From an optimization exercise on the open Yosys and OpenROAD flow, aimed at small area; shortcuts taken in it are not production practice.
Only simulation tests tie the RTL to the original design; equivalence was not proved.
Power is estimated from default activity; no workload was simulated.

==> 03-17: inputs <==
==> flow/design.v (excerpt) <==
module io_input_conditioner #(
    parameter int N_SW            = 32,
    parameter int N_BTN           = 4,
    parameter int DEBOUNCE_CYCLES = 500000,
    parameter bit BTN_ACTIVE_LOW  = 1'b1
) (
    input  logic             i_clk,
    input  logic             i_rst,
    input  logic [N_SW-1:0]  i_sw_raw,
    input  logic [N_BTN-1:0] i_btn_raw,
    output logic [N_SW-1:0]  o_io_sw,
    output logic [N_BTN-1:0] o_io_btn,
    output logic [N_BTN-1:0] o_btn_press,
    output logic [N_BTN-1:0] o_btn_release,
    output logic             o_sw_change
);
==> module io_input_conditioner, before the edit <==
module io_input_conditioner #(
    parameter int N_SW            = 32,
    parameter int N_BTN           = 4,
    parameter int DEBOUNCE_CYCLES = 500000,
    parameter bit BTN_ACTIVE_LOW  = 1'b1
) (
    input  logic             i_clk,
    input  logic             i_rst,
    input  logic [N_SW-1:0]  i_sw_raw,
    input  logic [N_BTN-1:0] i_btn_raw,
    output logic [N_SW-1:0]  o_io_sw,
    output logic [N_BTN-1:0] o_io_btn,
    output logic [N_BTN-1:0] o_btn_press,
    output logic [N_BTN-1:0] o_btn_release,
    output logic             o_sw_change
);
    localparam int N = N_SW + N_BTN;
    logic [N-1:0]     stable;
    logic [N_BTN-1:0] press_q;
    logic [N_BTN-1:0] release_q;
    logic             sw_change_q;
    if (DEBOUNCE_CYCLES == 500000) begin : g_seq
        localparam int            CW       = 19;
        localparam int            TAP      = 11;
        localparam logic          FB_INV   = 1'b0;
        localparam logic [CW-1:0] CNT_ZERO = 19'h2d4ee;
        localparam logic [CW-1:0] CNT_LAST = 19'h6d4ee;
        localparam logic [CW-1:0] CNT_MASK = 19'h7ffff;
        logic [N-1:0]  sync1;
        logic [N-1:0]  lvl;       
        logic [N-1:0]  term;      
        logic [N-1:0]  nxt;       
        logic [N-1:0]  fb;
        logic [N-1:0]  clr;
        logic [CW-1:0] cnt [N];
        logic          rst_d1, hold;
        always_ff @(posedge i_clk) begin
            sync1  <= {i_btn_raw, i_sw_raw};
            rst_d1 <= i_rst;
        end
        assign lvl  = {(BTN_ACTIVE_LOW ? ~sync1[N-1:N_SW] : sync1[N-1:N_SW]),
                       sync1[N_SW-1:0]};
        assign hold = i_rst | rst_d1;
        for (genvar i = 0; i < N; i++) begin : g_bit
            assign term[i] = ((cnt[i] ^ CNT_LAST) & CNT_MASK) == '0;
            assign nxt[i]  = stable[i] ^ term[i];
            assign clr[i]  = hold | (lvl[i] == nxt[i]);
            assign fb[i]   = term[i] ? CNT_ZERO[0]
                                     : cnt[i][CW-1] ^ cnt[i][TAP] ^ FB_INV;
            always_ff @(posedge i_clk) begin
                if (clr[i]) begin
                    cnt[i] <= CNT_ZERO;
                end else begin
                    cnt[i] <= {~cnt[i][CW-2:0], fb[i]};
                end
            end
        end
        always_ff @(posedge i_clk) begin
            if (i_rst) begin
                stable      <= '0;
                press_q     <= '0;
                release_q   <= '0;
                sw_change_q <= 1'b0;
            end else begin
                stable      <= nxt;
                press_q     <= term[N-1:N_SW] & ~stable[N-1:N_SW];
                release_q   <= term[N-1:N_SW] & stable[N-1:N_SW];
                sw_change_q <= |term[N_SW-1:0];
            end
        end
    end else begin : g_bin
        localparam int CW = $clog2(DEBOUNCE_CYCLES + 1);
        localparam logic [CW-1:0] CNT_LAST = CW'(DEBOUNCE_CYCLES - 1);
        logic [N-1:0]  sync1;
        logic [N-1:0]  sync2;
        logic [N-1:0]  upd;
        logic [CW-1:0] cnt [N];
        always_comb begin
            for (int i = 0; i < N; i++) begin
                upd[i] = (sync2[i] != stable[i]) && (cnt[i] == CNT_LAST);
            end
        end
        always_ff @(posedge i_clk) begin
            if (i_rst) begin
                sync1       <= '0;
                sync2       <= '0;
                stable      <= '0;
                press_q     <= '0;
                release_q   <= '0;
                sw_change_q <= 1'b0;
                for (int i = 0; i < N; i++) begin
                    cnt[i] <= '0;
                end
            end else begin
                sync1 <= {(BTN_ACTIVE_LOW ? ~i_btn_raw : i_btn_raw), i_sw_raw};
                sync2 <= sync1;
                for (int i = 0; i < N; i++) begin
                    if (sync2[i] == stable[i]) begin
                        cnt[i] <= '0;
                    end else if (upd[i]) begin
                        stable[i] <= sync2[i];
                        cnt[i]    <= '0;
                    end else begin
                        cnt[i] <= cnt[i] + CW'(1);
                    end
                end
                press_q     <= upd[N-1:N_SW] & sync2[N-1:N_SW];
                release_q   <= upd[N-1:N_SW] & ~sync2[N-1:N_SW];
                sw_change_q <= |upd[N_SW-1:0];
            end
        end
    end
    assign o_io_sw       = stable[N_SW-1:0];
    assign o_io_btn      = stable[N-1:N_SW];
    assign o_btn_press   = press_q;
    assign o_btn_release = release_q;
    assign o_sw_change   = sw_change_q;
endmodule
Settings: LEC_CHECK=0, CAP_MARGIN=20, CORE_MARGIN=2, CORE_UTILIZATION=40, SLEW_MARGIN=20; clock period 10.0 ns.
standard.sh (not shown) runs the stock make flow with config.mk's settings and CLKGATE_MAP_FILE= SYNTH_SCRIPT=/design/flow/synth_recipe.tcl, a recipe that flattens the netlist after the stock synthesis.
==> flow/flow/run.sh <==
#!/bin/bash
# The standard layout (standard.sh) with these changes:
#  - synthesis maps logic with an area-only abc script (flow/synth.tcl),
#  - port buffers are the smallest buffer cell,
#  - clock tree: larger buffers, larger sink clusters, no dummy loads.
# Each step's full output is in orfs/logs/; make's own output in make_*.log.
set -uo pipefail
HERE=$(pwd)
source "$HERE/flow/knobs.sh"
export FLOW_ABC_SCRIPT="$HERE/flow/area.abc"
bash standard.sh SYNTH_SCRIPT="$HERE/flow/synth.tcl" ABC_AREA=1 \
  BUFFER_PORTS_ARGS="$BUFFER_PORTS_ARGS" CTS_ARGS="$CTS_ARGS" \
  "${EXTRA_MAKE[@]}" finish > "$HERE/make_finish.log" 2>&1
status=$?
grep -q "FLOW_ABC\|area.abc" orfs/logs/*/*/*/1_2_yosys.log && echo "abc script: flow/area.abc" >> "$HERE/make_finish.log"
exit $status
==> flow/flow/area.abc <==
strash
dch
map -a
strash
dch
map -a
topo
==> flow/flow/knobs.sh <==
BUFFER_PORTS_ARGS="-buffer_cell sky130_fd_sc_hd__buf_1"
CTS_ARGS="-sink_clustering_enable -repair_clock_nets -dont_use_dummy_load -buf_list sky130_fd_sc_hd__clkbuf_8 -sink_clustering_size 20 -sink_clustering_max_diameter 50"
EXTRA_MAKE=()
==> flow/flow/synth.tcl <==
# synth_recipe.tcl with one change: abc maps with flow/area.abc, an
# area-only script without abc's own buffering and gate sizing (repair_design
# buffers the nets that need it after placement).
proc synth {args} { yosys synth -nofsm -noshare {*}$args }
proc abc {args} {
  set i [lsearch -exact $args -script]
  if { $i >= 0 } {
    lset args [expr {$i + 1}] $::env(FLOW_ABC_SCRIPT)
  }
  yosys abc {*}$args
}
source $::env(SCRIPTS_DIR)/synth.tcl
# left out here: clear keep_hierarchy, flatten, clean up, hide names made inside functions, write 1_2_yosys.v
==> 04-01: changes against 03-17 <==
--- a/flow/design.v
+++ b/flow/design.v
@@ -21,37 +21,39 @@
     logic             sw_change_q;
     if (DEBOUNCE_CYCLES == 500000) begin : g_seq
         localparam int            CW       = 19;
-        localparam int            TAP      = 11;
+        localparam int            TAP      = 5;
         localparam logic          FB_INV   = 1'b0;
-        localparam logic [CW-1:0] CNT_ZERO = 19'h2d4ee;
-        localparam logic [CW-1:0] CNT_LAST = 19'h6d4ee;
-        localparam logic [CW-1:0] CNT_MASK = 19'h7ffff;
+        localparam logic [CW-1:0] CNT_LAST = 19'h118d0;
+        localparam logic [CW-1:0] CNT_MASK = 19'h5ffff;
         logic [N-1:0]  sync1;
+        logic [N-1:0]  sync2;
         logic [N-1:0]  lvl;       
-        logic [N-1:0]  term;      
-        logic [N-1:0]  nxt;       
-        logic [N-1:0]  fb;
+        logic [N-1:0]  term;
+        logic [N-1:0]  diff;
+        logic [N-1:0]  upd;
         logic [N-1:0]  clr;
         logic [CW-1:0] cnt [N];
-        logic          rst_d1, hold;
+        logic          rst_d1, rst_d2, hold;
         always_ff @(posedge i_clk) begin
             sync1  <= {i_btn_raw, i_sw_raw};
+            sync2  <= sync1;
             rst_d1 <= i_rst;
+            rst_d2 <= rst_d1;
         end
-        assign lvl  = {(BTN_ACTIVE_LOW ? ~sync1[N-1:N_SW] : sync1[N-1:N_SW]),
-                       sync1[N_SW-1:0]};
-        assign hold = i_rst | rst_d1;
+        assign lvl  = {(BTN_ACTIVE_LOW ? ~sync2[N-1:N_SW] : sync2[N-1:N_SW]),
+                       sync2[N_SW-1:0]};
+        assign hold = i_rst | rst_d1 | rst_d2;
         for (genvar i = 0; i < N; i++) begin : g_bit
             assign term[i] = ((cnt[i] ^ CNT_LAST) & CNT_MASK) == '0;
-            assign nxt[i]  = stable[i] ^ term[i];
-            assign clr[i]  = hold | (lvl[i] == nxt[i]);
-            assign fb[i]   = term[i] ? CNT_ZERO[0]
-                                     : cnt[i][CW-1] ^ cnt[i][TAP] ^ FB_INV;
+            assign diff[i] = lvl[i] ^ stable[i];
+            assign upd[i]  = diff[i] & term[i];
+            assign clr[i]  = hold | ~diff[i] | term[i];
             always_ff @(posedge i_clk) begin
                 if (clr[i]) begin
-                    cnt[i] <= CNT_ZERO;
+                    cnt[i] <= '0;
                 end else begin
-                    cnt[i] <= {~cnt[i][CW-2:0], fb[i]};
+                    cnt[i] <= {~cnt[i][CW-2:0],
+                               cnt[i][CW-1] ^ cnt[i][TAP] ^ FB_INV};
                 end
             end
         end
@@ -62,10 +64,10 @@
                 release_q   <= '0;
                 sw_change_q <= 1'b0;
             end else begin
-                stable      <= nxt;
-                press_q     <= term[N-1:N_SW] & ~stable[N-1:N_SW];
-                release_q   <= term[N-1:N_SW] & stable[N-1:N_SW];
-                sw_change_q <= |term[N_SW-1:0];
+                stable      <= stable ^ upd;
+                press_q     <= upd[N-1:N_SW] & lvl[N-1:N_SW];
+                release_q   <= upd[N-1:N_SW] & ~lvl[N-1:N_SW];
+                sw_change_q <= |upd[N_SW-1:0];
             end
         end
     end else begin : g_bin
==> flow/run.sh (new file) <==
#!/bin/bash
# synth_recipe.tcl (not shown) runs the flow's synth.tcl, then flattens the netlist and writes it again
# the make line also repeats each setting of config.mk as NAME=value (left out here)
make -C /OpenROAD-flow-scripts/flow DESIGN_CONFIG=/design/flow/config.mk WORK_HOME=/design/flow/orfs CLKGATE_MAP_FILE= SYNTH_SCRIPT=/design/flow/synth_recipe.tcl finish
removed: flow/flow/run.sh
removed: flow/flow/area.abc
removed: flow/flow/knobs.sh
removed: flow/flow/synth.tcl
removed: flow/standard.sh
==> 11-04: changes against 03-17 <==
--- a/flow/design.v
+++ b/flow/design.v
@@ -21,37 +21,39 @@
     logic             sw_change_q;
     if (DEBOUNCE_CYCLES == 500000) begin : g_seq
         localparam int            CW       = 19;
-        localparam int            TAP      = 11;
+        localparam int            TAP      = 5;
         localparam logic          FB_INV   = 1'b0;
-        localparam logic [CW-1:0] CNT_ZERO = 19'h2d4ee;
-        localparam logic [CW-1:0] CNT_LAST = 19'h6d4ee;
-        localparam logic [CW-1:0] CNT_MASK = 19'h7ffff;
+        localparam logic [CW-1:0] CNT_LAST = 19'h118d0;
+        localparam logic [CW-1:0] CNT_MASK = 19'h5ffff;
         logic [N-1:0]  sync1;
+        logic [N-1:0]  sync2;
         logic [N-1:0]  lvl;       
-        logic [N-1:0]  term;      
-        logic [N-1:0]  nxt;       
-        logic [N-1:0]  fb;
+        logic [N-1:0]  term;
+        logic [N-1:0]  diff;
+        logic [N-1:0]  upd;
         logic [N-1:0]  clr;
         logic [CW-1:0] cnt [N];
-        logic          rst_d1, hold;
+        logic          rst_d1, rst_d2, hold;
         always_ff @(posedge i_clk) begin
             sync1  <= {i_btn_raw, i_sw_raw};
+            sync2  <= sync1;
             rst_d1 <= i_rst;
+            rst_d2 <= rst_d1;
         end
-        assign lvl  = {(BTN_ACTIVE_LOW ? ~sync1[N-1:N_SW] : sync1[N-1:N_SW]),
-                       sync1[N_SW-1:0]};
-        assign hold = i_rst | rst_d1;
+        assign lvl  = {(BTN_ACTIVE_LOW ? ~sync2[N-1:N_SW] : sync2[N-1:N_SW]),
+                       sync2[N_SW-1:0]};
+        assign hold = i_rst | rst_d1 | rst_d2;
         for (genvar i = 0; i < N; i++) begin : g_bit
             assign term[i] = ((cnt[i] ^ CNT_LAST) & CNT_MASK) == '0;
-            assign nxt[i]  = stable[i] ^ term[i];
-            assign clr[i]  = hold | (lvl[i] == nxt[i]);
-            assign fb[i]   = term[i] ? CNT_ZERO[0]
-                                     : cnt[i][CW-1] ^ cnt[i][TAP] ^ FB_INV;
+            assign diff[i] = lvl[i] ^ stable[i];
+            assign upd[i]  = diff[i] & term[i];
+            assign clr[i]  = hold | ~diff[i] | term[i];
             always_ff @(posedge i_clk) begin
                 if (clr[i]) begin
-                    cnt[i] <= CNT_ZERO;
+                    cnt[i] <= '0;
                 end else begin
-                    cnt[i] <= {~cnt[i][CW-2:0], fb[i]};
+                    cnt[i] <= {~cnt[i][CW-2:0],
+                               cnt[i][CW-1] ^ cnt[i][TAP] ^ FB_INV};
                 end
             end
         end
@@ -62,10 +64,10 @@
                 release_q   <= '0;
                 sw_change_q <= 1'b0;
             end else begin
-                stable      <= nxt;
-                press_q     <= term[N-1:N_SW] & ~stable[N-1:N_SW];
-                release_q   <= term[N-1:N_SW] & stable[N-1:N_SW];
-                sw_change_q <= |term[N_SW-1:0];
+                stable      <= stable ^ upd;
+                press_q     <= upd[N-1:N_SW] & lvl[N-1:N_SW];
+                release_q   <= upd[N-1:N_SW] & ~lvl[N-1:N_SW];
+                sw_change_q <= |upd[N_SW-1:0];
             end
         end
     end else begin : g_bin
==> flow/flow/area.abc (replaced) <==
strash
&get -n
&st
&dch
&nf -a
&put
topo
==> flow/flow/knobs.sh (replaced) <==
BUFFER_PORTS_ARGS="-buffer_cell sky130_fd_sc_hd__buf_1"
CTS_ARGS="-sink_clustering_enable -repair_clock_nets -dont_use_dummy_load -buf_list sky130_fd_sc_hd__clkbuf_16 -sink_clustering_size 34 -sink_clustering_max_diameter 70"
EXTRA_MAKE=()
Settings changed: CORE_UTILIZATION 40 to 60.
==> 09-25: changes against 03-17 <==
--- a/flow/design.v
+++ b/flow/design.v
@@ -21,37 +21,39 @@
     logic             sw_change_q;
     if (DEBOUNCE_CYCLES == 500000) begin : g_seq
         localparam int            CW       = 19;
-        localparam int            TAP      = 11;
+        localparam int            TAP      = 5;
         localparam logic          FB_INV   = 1'b0;
-        localparam logic [CW-1:0] CNT_ZERO = 19'h2d4ee;
-        localparam logic [CW-1:0] CNT_LAST = 19'h6d4ee;
-        localparam logic [CW-1:0] CNT_MASK = 19'h7ffff;
+        localparam logic [CW-1:0] CNT_LAST = 19'h118d0;
+        localparam logic [CW-1:0] CNT_MASK = 19'h5ffff;
         logic [N-1:0]  sync1;
+        logic [N-1:0]  sync2;
         logic [N-1:0]  lvl;       
-        logic [N-1:0]  term;      
-        logic [N-1:0]  nxt;       
-        logic [N-1:0]  fb;
+        logic [N-1:0]  term;
+        logic [N-1:0]  diff;
+        logic [N-1:0]  upd;
         logic [N-1:0]  clr;
         logic [CW-1:0] cnt [N];
-        logic          rst_d1, hold;
+        logic          rst_d1, rst_d2, hold;
         always_ff @(posedge i_clk) begin
             sync1  <= {i_btn_raw, i_sw_raw};
+            sync2  <= sync1;
             rst_d1 <= i_rst;
+            rst_d2 <= rst_d1;
         end
-        assign lvl  = {(BTN_ACTIVE_LOW ? ~sync1[N-1:N_SW] : sync1[N-1:N_SW]),
-                       sync1[N_SW-1:0]};
-        assign hold = i_rst | rst_d1;
+        assign lvl  = {(BTN_ACTIVE_LOW ? ~sync2[N-1:N_SW] : sync2[N-1:N_SW]),
+                       sync2[N_SW-1:0]};
+        assign hold = i_rst | rst_d1 | rst_d2;
         for (genvar i = 0; i < N; i++) begin : g_bit
             assign term[i] = ((cnt[i] ^ CNT_LAST) & CNT_MASK) == '0;
-            assign nxt[i]  = stable[i] ^ term[i];
-            assign clr[i]  = hold | (lvl[i] == nxt[i]);
-            assign fb[i]   = term[i] ? CNT_ZERO[0]
-                                     : cnt[i][CW-1] ^ cnt[i][TAP] ^ FB_INV;
+            assign diff[i] = lvl[i] ^ stable[i];
+            assign upd[i]  = diff[i] & term[i];
+            assign clr[i]  = hold | ~diff[i] | term[i];
             always_ff @(posedge i_clk) begin
                 if (clr[i]) begin
-                    cnt[i] <= CNT_ZERO;
+                    cnt[i] <= '0;
                 end else begin
-                    cnt[i] <= {~cnt[i][CW-2:0], fb[i]};
+                    cnt[i] <= {~cnt[i][CW-2:0],
+                               cnt[i][CW-1] ^ cnt[i][TAP] ^ FB_INV};
                 end
             end
         end
@@ -62,10 +64,10 @@
                 release_q   <= '0;
                 sw_change_q <= 1'b0;
             end else begin
-                stable      <= nxt;
-                press_q     <= term[N-1:N_SW] & ~stable[N-1:N_SW];
-                release_q   <= term[N-1:N_SW] & stable[N-1:N_SW];
-                sw_change_q <= |term[N_SW-1:0];
+                stable      <= stable ^ upd;
+                press_q     <= upd[N-1:N_SW] & lvl[N-1:N_SW];
+                release_q   <= upd[N-1:N_SW] & ~lvl[N-1:N_SW];
+                sw_change_q <= |upd[N_SW-1:0];
             end
         end
     end else begin : g_bin
==> flow/flow/area.abc (replaced) <==
strash
&get -n
&st
&dch
&nf -a
&put
topo
==> flow/flow/knobs.sh (replaced) <==
BUFFER_PORTS_ARGS="-buffer_cell sky130_fd_sc_hd__buf_1"
CTS_ARGS="-sink_clustering_enable -repair_clock_nets -dont_use_dummy_load -buf_list sky130_fd_sc_hd__clkbuf_16 -sink_clustering_size 30 -sink_clustering_max_diameter 60"
EXTRA_MAKE=()
==> metrics.md <==
| Metric | Value |
|---|---|
| N_diodes | 1 |
| Worst R2R End | sw_change_q |
| Die H | 195.5 µm |
| Initial Utilization | 0.6055 |
| Clock Power | 1550 µW |
| Run status | finished clean |
| Core Area | 36,350 µm² |
| Buffers outside the clock class | 85 |
[end of results for 11-04]
==> metrics.md <==
| Metric | Value |
|---|---|
| Number of flip-flops in the largest register | 684 |
| Run status | finished clean |
| Buffers outside the clock class | 84 |
| Synth Register Bits | 803 |
| Initial Utilization | 0.4044 |
| Clock Power | 3050 µW |
| Worst Skew | 0.02173 ns |
| Die H | 245.3 µm |
[end of results for 04-01]
==> metrics.md <==
| Metric | Value |
|---|---|
| Run status | finished clean |
| Synth Register Bits | 803 |
| Clock Power | 1710 µW |
| XOR/XNOR share of the synthesized area | 0.01711 |
| Core Area | 54,130 µm² |
| DR WL/cell | 12.44 µm |
| Buffers outside the clock class | 85 |
| Die H | 238.6 µm |
| N_diodes | 0 |
| Vias in the first global route | 13,010 |
| Initial Utilization | 0.4066 |
| Global routing usage on met3 | 0.02379 |
[end of results for 09-25]
==> metrics.md <==
| Metric | Value |
|---|---|
| Run status | finished clean |
| Initial Utilization | 0.4039 |
| GRT met2 Usage | 0.2145 |
| Die H | 237.1 µm |
| Core Area | 53,810 µm² |
| Clock Power | 1420 µW |
| 1st-iter DRT viols | 590 |
[end of results for 03-17]

[afterwards: timing with drivers on the ports]
In the flow no input, the clock included, has a driving cell. The finished layouts below were timed again as built, in two steps. Step 1 assumes that a clkbuf_16 drives the clock port and a buf_2 every other input. Step 2 also shifts input and output timing later by t, the mid clock arrival at the registers, as if the neighbouring blocks saw the same clock. Slacks: no drivers / after step 1 / after step 2; pairs: no drivers / after step 1.
run	t, ns	setup WS [ns]	worst setup path after step 2	worst register clock-pin slew, ns
03-17	0.695	6.432 / 6.463 / 5.768	input to register	0.12 / 0.12
04-01	0.652	6.372 / 6.317 / 5.878	input to register	0.06 / 0.06
11-04	0.603	6.376 / 6.409 / 5.806	input to register	0.11 / 0.11
09-25	0.616	6.699 / 6.684 / 6.119	input to register	0.10 / 0.10
After both steps every run listed still meets setup and hold. For 03-17, which loses most, drivers alone change the setup slack by +0.031 ns; drivers and shift together by -0.664 ns.
